What follows belongs to an exercise in optimizing a design on an open flow for small area, a short achievable clock period and few clock cycles per item; a production flow would make more cautious choices. In this exercise RTL edits were held to simulation tests only and were not proved equivalent to the original.

## JK
==> flow/design.v <==
module aes_inv_cipher_iter #(
  parameter int NR    = 10,
  parameter int IDX_W = 4
) (
  input  logic             clk,
  input  logic             rst_n,
  input  logic             in_valid,
  output logic             in_ready,
  input  logic [127:0]     in_data,
  output logic [IDX_W-1:0] rk_idx,
  input  logic [127:0]     rk_data,
  output logic             out_valid,
  input  logic             out_ready,
  output logic [127:0]     out_data,
  output logic             busy
);
  function automatic logic [3:0] gf4_mul(input logic [3:0] a, input logic [3:0] b);
    logic [6:0] p;
    p = '0;
    for (int i = 0; i < 4; i++) p = p ^ ((b[i] ? 7'(a) : 7'd0) << i);
    if (p[6]) p = p ^ 7'b1100100;
    if (p[5]) p = p ^ 7'b0110010;
    if (p[4]) p = p ^ 7'b0011001;
    gf4_mul = p[3:0];
  endfunction
  function automatic logic [3:0] gf4_inv(input logic [3:0] a);
    case (a)
      4'h0: gf4_inv = 4'h0; 4'h1: gf4_inv = 4'h1; 4'h2: gf4_inv = 4'hc; 4'h3: gf4_inv = 4'h8; 4'h4: gf4_inv = 4'h6; 4'h5: gf4_inv = 4'hf; 4'h6: gf4_inv = 4'h4; 4'h7: gf4_inv = 4'he; 4'h8: gf4_inv = 4'h3; 4'h9: gf4_inv = 4'hd; 4'ha: gf4_inv = 4'hb; 4'hb: gf4_inv = 4'ha; 4'hc: gf4_inv = 4'h2; 4'hd: gf4_inv = 4'h9; 4'he: gf4_inv = 4'h7; 4'hf: gf4_inv = 4'h5;
      default: gf4_inv = 4'h0;
    endcase
  endfunction
  function automatic logic [11:0] sb_f1(input logic [7:0] b);
    logic [7:0] x;
    logic [3:0] a1, a0, d, di;
    x[0] = ~(b[1] ^ b[7]);
    x[1] = ~(b[1] ^ b[3] ^ b[7]);
    x[2] = b[1] ^ b[2] ^ b[6];
    x[3] = b[2] ^ b[3] ^ b[5] ^ b[6];
    x[4] = b[0] ^ b[4] ^ b[5];
    x[5] = ~(b[0] ^ b[1] ^ b[2] ^ b[4] ^ b[5] ^ b[7]);
    x[6] = ~(b[0] ^ b[3]);
    x[7] = b[3] ^ b[4] ^ b[5] ^ b[6];
    a1 = x[7:4];
    a0 = x[3:0];
    d  = {a1[1] ^ a1[2] ^ a0[2] ^ a0[3], a1[3] ^ a0[1] ^ a0[3], a1[0] ^ a1[2] ^ a1[3] ^ a0[3], a1[2] ^ a1[3] ^ a0[0] ^ a0[2] ^ a0[3]} ^ gf4_mul(a1, a0);
    di = gf4_inv(d);
    sb_f1 = {a1, a0, di};
  endfunction
  function automatic logic [7:0] sb_f2(input logic [11:0] v);
    sb_f2 = {gf4_mul(v[11:8], v[3:0]), gf4_mul(v[11:8] ^ v[7:4], v[3:0])};
  endfunction
  function automatic logic [7:0] sb_back(input logic [7:0] o);
    sb_back[0] = o[0] ^ o[1] ^ o[2] ^ o[3] ^ o[4] ^ o[5];
    sb_back[1] = o[4] ^ o[7];
    sb_back[2] = o[3] ^ o[4] ^ o[5] ^ o[7];
    sb_back[3] = o[3] ^ o[4] ^ o[7];
    sb_back[4] = o[1] ^ o[2] ^ o[4] ^ o[5];
    sb_back[5] = o[2] ^ o[3] ^ o[5] ^ o[6];
    sb_back[6] = o[1] ^ o[3] ^ o[5] ^ o[7];
    sb_back[7] = o[2] ^ o[3] ^ o[7];
  endfunction
  function automatic logic [7:0] xtime(input logic [7:0] a);
    xtime = {a[6:0], 1'b0} ^ (a[7] ? 8'h1b : 8'h00);
  endfunction
  function automatic logic [127:0] inv_mix_columns(input logic [127:0] s);
    logic [127:0] o;
    logic [7:0]   a0, a1, a2, a3, u, v, t;
    o = '0;
    for (int c = 0; c < 4; c++) begin
      a0 = s[127-32*c -: 8];
      a1 = s[119-32*c -: 8];
      a2 = s[111-32*c -: 8];
      a3 = s[103-32*c -: 8];
      u  = xtime(xtime(a0 ^ a2));
      v  = xtime(xtime(a1 ^ a3));
      a0 = a0 ^ u;
      a1 = a1 ^ v;
      a2 = a2 ^ u;
      a3 = a3 ^ v;
      t  = a0 ^ a1 ^ a2 ^ a3;
      o[127-32*c -: 8] = a0 ^ t ^ xtime(a0 ^ a1);
      o[119-32*c -: 8] = a1 ^ t ^ xtime(a1 ^ a2);
      o[111-32*c -: 8] = a2 ^ t ^ xtime(a2 ^ a3);
      o[103-32*c -: 8] = a3 ^ t ^ xtime(a3 ^ a0);
    end
    inv_mix_columns = o;
  endfunction
  logic [191:0] r1;
  logic [127:0] r0, r2;
  logic         v0, done0, v1, new1, v2;
  logic [3:0]   k0, k1, k2;        
  logic         hold0, frozen;
  logic [191:0] s1;
  logic [127:0] u, s2, s3;
  logic         ov_q, busy_q, ir_q, s_q, ir, sel_q;
  logic [3:0]   idx_q;
  logic         v0_nx, done0_nx, v1_nx, new1_nx, v2_nx;
  logic [3:0]   k0_nx, k1_nx, k2_nx;
  assign out_valid = ov_q;
  assign busy      = busy_q;
  assign ir        = ir_q | (s_q & out_ready);
  assign in_ready  = ir;
  assign rk_idx    = (s_q & out_ready) ? 4'd10 : idx_q;
  assign out_data  = r0;
  function automatic logic [191:0] stage1(input logic [127:0] s);
    for (int r = 0; r < 4; r++)
      for (int c = 0; c < 4; c++)
        stage1[191-12*(r+4*c) -: 12] = sb_f1(s[127-8*(r+4*((c-r+4)%4)) -: 8]);
  endfunction
  function automatic logic [127:0] stage2(input logic [191:0] s, input logic raw);
    logic [11:0] v;
    for (int i = 0; i < 16; i++) begin
      v = s[191-12*i -: 12];
      stage2[127-8*i -: 8] = raw ? v[11:4] : sb_back(sb_f2(v));
    end
  endfunction
  assign s1 = stage1(r0);
  assign s2 = stage2(r1, new1) ^ rk_data;
  assign s3 = (k2 == 4'd10 || k2 == 4'd0) ? r2 : inv_mix_columns(r2);
  assign hold0  = v0 & done0 & !out_ready;
  assign frozen = hold0 & v2;
  always_ff @(posedge clk) begin
    if (!hold0)          r0 <= s3;
    if (!frozen || !v1)
      for (int i = 0; i < 16; i++)
        r1[191-12*i -: 12] <= {sel_q ? in_data[127-8*i -: 8] : s1[191-12*i -: 8], s1[183-12*i -: 4]};
    if (!frozen)         r2 <= s2;
  end
  always_comb begin
    v0_nx = v0;  done0_nx = done0;  k0_nx = k0;
    v1_nx = v1;  new1_nx  = new1;   k1_nx = k1;
    v2_nx = v2;  k2_nx    = k2;
    if (!hold0) begin
      v0_nx    = v2;
      done0_nx = (k2 == 4'd0);
      k0_nx    = k2;
    end
    if (!frozen) begin
      v2_nx = v1;
      k2_nx = k1;
    end
    if (!frozen || !v1) begin
      if (ir) begin
        v1_nx   = in_valid;
        new1_nx = 1'b1;
        k1_nx   = 4'd10;
      end else begin
        v1_nx   = v0 & !done0;
        new1_nx = 1'b0;
        k1_nx   = k0 - 4'd1;
      end
    end
  end
  always_ff @(posedge clk or negedge rst_n) begin
    if (!rst_n) begin
      v0 <= 1'b0;  done0 <= 1'b0;  k0 <= 4'd0;
      v1 <= 1'b0;  new1  <= 1'b0;  k1 <= 4'd0;
      v2 <= 1'b0;  k2    <= 4'd0;
      ov_q   <= 1'b0;
      busy_q <= 1'b0;
      ir_q   <= 1'b1;
      s_q    <= 1'b0;
      sel_q  <= 1'b1;
      idx_q  <= 4'd10;
    end else begin
      v0 <= v0_nx;  done0 <= done0_nx;  k0 <= k0_nx;
      v1 <= v1_nx;  new1  <= new1_nx;   k1 <= k1_nx;
      v2 <= v2_nx;  k2    <= k2_nx;
      ov_q   <= v0_nx & done0_nx;
      busy_q <= v0_nx | v1_nx | v2_nx;
      ir_q   <= !v0_nx | (done0_nx & !(v1_nx & v2_nx));
      s_q    <= v0_nx & done0_nx & v1_nx & v2_nx;
      sel_q  <= !v0_nx | done0_nx;
      idx_q  <= (v0_nx & !done0_nx) ? k0_nx - 4'd1 : ((v0_nx & done0_nx & v1_nx & v2_nx) ? k1_nx : 4'd10);
    end
  end
endmodule
==> flow/config.mk <==
export PLATFORM = sky130hd
export DESIGN_NAME = aes_inv_cipher_iter
export DESIGN_NICKNAME = aes_inv_cipher_iter
export VERILOG_FILES = /design/flow/design.v
export SDC_FILE = /design/flow/constraint.sdc
export NUM_CORES = 4
export LEC_CHECK = 0
export CAP_MARGIN = 20
export CORE_MARGIN = 2
export CORE_UTILIZATION = 30
export PLACE_DENSITY = 0.42
export SETUP_SLACK_MARGIN = 2.5
export SLEW_MARGIN = 20
==> flow/constraint.sdc <==
create_clock -name core_clock -period 6.0 [get_ports {clk}]
set_input_delay 1.2000 -clock core_clock [delete_from_list [all_inputs] [get_ports {clk}]]
set_output_delay 1.2000 -clock core_clock [all_outputs]
set_load 0.01 [all_outputs]
standard.sh (not shown) runs the stock make flow with config.mk's settings and CLKGATE_MAP_FILE= SYNTH_SCRIPT=/design/flow/synth_recipe.tcl, a recipe that flattens the netlist after the stock synthesis.
==> flow/flow/run.sh <==
#!/bin/bash
# Layout flow: the standard flow (standard.sh), with two changes.
#  1. After the standard synthesis, the combinational logic is mapped again by Yosys/ABC with
#     ABC's default area-oriented script; every register instance of the standard synthesis is
#     kept as it is (same name, same cell). See resynth.ys.
#  2. The port buffers are buf_1 cells (buffer_ports otherwise picks clkdlybuf4s50_1).
# Each tool's output goes to a log file in this folder.
set -euo pipefail
export BUFFER_PORTS_ARGS="-buffer_cell sky130_fd_sc_hd__buf_1"
R=orfs/results/sky130hd/aes_inv_cipher_iter/base

bash standard.sh synth > standard_synth.log 2>&1

cp $R/1_2_yosys.v $R/1_2_yosys_standard.v
LIB=$FLOW_HOME/platforms/sky130hd/lib/sky130_fd_sc_hd__tt_025C_1v80.lib
DONT_USE=$(sed -n '/^export DONT_USE_CELLS += /,/^$/p' $FLOW_HOME/platforms/sky130hd/config.mk \
  | grep -o 'sky130_fd_sc_hd__[A-Za-z0-9_]*' | sed 's/^/-dont_use /' | tr '\n' ' ')
SEQ=$(grep -o 'sky130_fd_sc_hd__[A-Za-z0-9_]*' $R/1_2_yosys_standard.v | sort -u | grep -E '__(e?dfx|e?dfr|e?dfs|e?dfb|sdf|dl|sedf)' | tr '\n' ' ')
sed -e "s#@SEQ@#$SEQ#g" -e "s#@LIB@#$LIB#g" -e "s#@NETLIST@#$R/1_2_yosys_standard.v#g" -e "s#@OUT@#$R/1_2_yosys.v#g" \
    -e "s#@DONT_USE@#$DONT_USE#g" flow/resynth.ys > resynth_run.ys
yosys -l resynth.log -q resynth_run.ys > resynth_stdout.log 2>&1
rm -f $R/1_synth.odb $R/1_synth.sdc

bash standard.sh > standard.log 2>&1
==> flow/flow/resynth.ys <==
# Map the combinational logic of the standard synthesis again; keep the registers as they are.
read_liberty -ignore_miss_func @LIB@
read_verilog @NETLIST@
hierarchy -top aes_inv_cipher_iter
# the register cells stay instances of their library cells; everything else is flattened
setattr -mod -set keep_hierarchy 1 @SEQ@
flatten
rename -hide w:*.*
hierarchy -top aes_inv_cipher_iter
opt -purge
abc -liberty @LIB@ @DONT_USE@
opt_clean -purge
hilomap -singleton -hicell sky130_fd_sc_hd__conb_1 HI -locell sky130_fd_sc_hd__conb_1 LO
blackbox @SEQ@
stat -liberty @LIB@
write_verilog -noattr -noexpr -nohex -nodec @OUT@
Testbench counts of JK, summed over its fixed seeds: cycles 2,136, blocks 192.
Relative to JK, the following input files were edited for MS:
--- a/flow/design.v
+++ b/flow/design.v
@@ -89,21 +89,20 @@
   logic [127:0] r0, r2;
   logic         v0, done0, v1, new1, v2;
   logic [3:0]   k0, k1, k2;        
   logic         hold0, frozen;
   logic [191:0] s1;
   logic [127:0] u, s2, s3;
-  logic         ov_q, busy_q, ir_q, s_q, ir, sel_q;
+  logic         ov_q, busy_q, ir_q;
   logic [3:0]   idx_q;
   logic         v0_nx, done0_nx, v1_nx, new1_nx, v2_nx;
   logic [3:0]   k0_nx, k1_nx, k2_nx;
   assign out_valid = ov_q;
   assign busy      = busy_q;
-  assign ir        = ir_q | (s_q & out_ready);
-  assign in_ready  = ir;
-  assign rk_idx    = (s_q & out_ready) ? 4'd10 : idx_q;
+  assign in_ready  = ir_q;
+  assign rk_idx    = idx_q;
   assign out_data  = r0;
   function automatic logic [191:0] stage1(input logic [127:0] s);
     for (int r = 0; r < 4; r++)
       for (int c = 0; c < 4; c++)
         stage1[191-12*(r+4*c) -: 12] = sb_f1(s[127-8*(r+4*((c-r+4)%4)) -: 8]);
   endfunction
@@ -118,15 +117,20 @@
   assign s2 = stage2(r1, new1) ^ rk_data;
   assign s3 = (k2 == 4'd10 || k2 == 4'd0) ? r2 : inv_mix_columns(r2);
   assign hold0  = v0 & done0 & !out_ready;
   assign frozen = hold0 & v2;
   always_ff @(posedge clk) begin
     if (!hold0)          r0 <= s3;
-    if (!frozen || !v1)
-      for (int i = 0; i < 16; i++)
-        r1[191-12*i -: 12] <= {sel_q ? in_data[127-8*i -: 8] : s1[191-12*i -: 8], s1[183-12*i -: 4]};
+    if (!frozen || !v1)  r1 <= ir_q ? {in_data[127:120], 4'h0, in_data[119:112], 4'h0,
+                                       in_data[111:104], 4'h0, in_data[103:96], 4'h0,
+                                       in_data[95:88], 4'h0, in_data[87:80], 4'h0,
+                                       in_data[79:72], 4'h0, in_data[71:64], 4'h0,
+                                       in_data[63:56], 4'h0, in_data[55:48], 4'h0,
+                                       in_data[47:40], 4'h0, in_data[39:32], 4'h0,
+                                       in_data[31:24], 4'h0, in_data[23:16], 4'h0,
+                                       in_data[15:8], 4'h0, in_data[7:0], 4'h0} : s1;
     if (!frozen)         r2 <= s2;
   end
   always_comb begin
     v0_nx = v0;  done0_nx = done0;  k0_nx = k0;
     v1_nx = v1;  new1_nx  = new1;   k1_nx = k1;
     v2_nx = v2;  k2_nx    = k2;
@@ -137,13 +141,13 @@
     end
     if (!frozen) begin
       v2_nx = v1;
       k2_nx = k1;
     end
     if (!frozen || !v1) begin
-      if (ir) begin
+      if (ir_q) begin
         v1_nx   = in_valid;
         new1_nx = 1'b1;
         k1_nx   = 4'd10;
       end else begin
         v1_nx   = v0 & !done0;
         new1_nx = 1'b0;
@@ -156,22 +160,18 @@
       v0 <= 1'b0;  done0 <= 1'b0;  k0 <= 4'd0;
       v1 <= 1'b0;  new1  <= 1'b0;  k1 <= 4'd0;
       v2 <= 1'b0;  k2    <= 4'd0;
       ov_q   <= 1'b0;
       busy_q <= 1'b0;
       ir_q   <= 1'b1;
-      s_q    <= 1'b0;
-      sel_q  <= 1'b1;
       idx_q  <= 4'd10;
     end else begin
       v0 <= v0_nx;  done0 <= done0_nx;  k0 <= k0_nx;
       v1 <= v1_nx;  new1  <= new1_nx;   k1 <= k1_nx;
       v2 <= v2_nx;  k2    <= k2_nx;
       ov_q   <= v0_nx & done0_nx;
       busy_q <= v0_nx | v1_nx | v2_nx;
       ir_q   <= !v0_nx | (done0_nx & !(v1_nx & v2_nx));
-      s_q    <= v0_nx & done0_nx & v1_nx & v2_nx;
-      sel_q  <= !v0_nx | done0_nx;
       idx_q  <= (v0_nx & !done0_nx) ? k0_nx - 4'd1 : ((v0_nx & done0_nx & v1_nx & v2_nx) ? k1_nx : 4'd10);
     end
   end
 endmodule
Findings:
- MS has completed all stages; timing, DRC and antenna checks passed.
- The lower global-route wire length before repair came out of JK.
- Between JK and MS, the final worst hold slack is higher for JK.
- Instance count after placement with tap cells included in MS vs JK: up 590
- The clock period minus final worst setup slack number comes out higher for MS vs JK.
- Summary of MS over JK: total area of sequential cells has decreased; non-clock buffer count has increased; die area has increased; number of buffers created by CTS has increased.
- MS reports its launching element of the worst setup path as r0[60] while JK reports r0[5].
Testbench counts of MS, summed over its fixed seeds: cycles 2,192, blocks 192.

what the ideal ports hide:
How much do the figures lean on ideal ports? The routed layouts below were timed once more, with nothing changed but the port constraints.
Step 1 (the two cells are an assumption about what drives the block):
set clk [get_ports {clk}]
set_driving_cell -lib_cell sky130_fd_sc_hd__clkbuf_16 $clk
set_driving_cell -lib_cell sky130_fd_sc_hd__buf_2 [delete_from_list [all_inputs] $clk]
Step 2 times the ports against the registers' clock, not the clock port: input delays grow and output delays shrink by t, the midpoint of the rising clock arrivals with the driver on.
Slacks: ideal / step 1 / step 2; pairs: ideal / step 1.
| run | shift t [ns] | setup WS [ns] | hold WS [ns] |
|---|---|---|---|
| JK | 0.738 | 2.718 / 2.718 / 2.125 | 0.514 / 0.471 / 0.514 |
| MS | 0.725 | 2.619 / 2.619 / 2.619 | 0.480 / 0.459 / 0.480 |
After both steps setup and hold are still met in every run listed. The setup slack of JK, which loses most, moves by 0.000 ns with the drivers and by -0.593 ns with both steps.
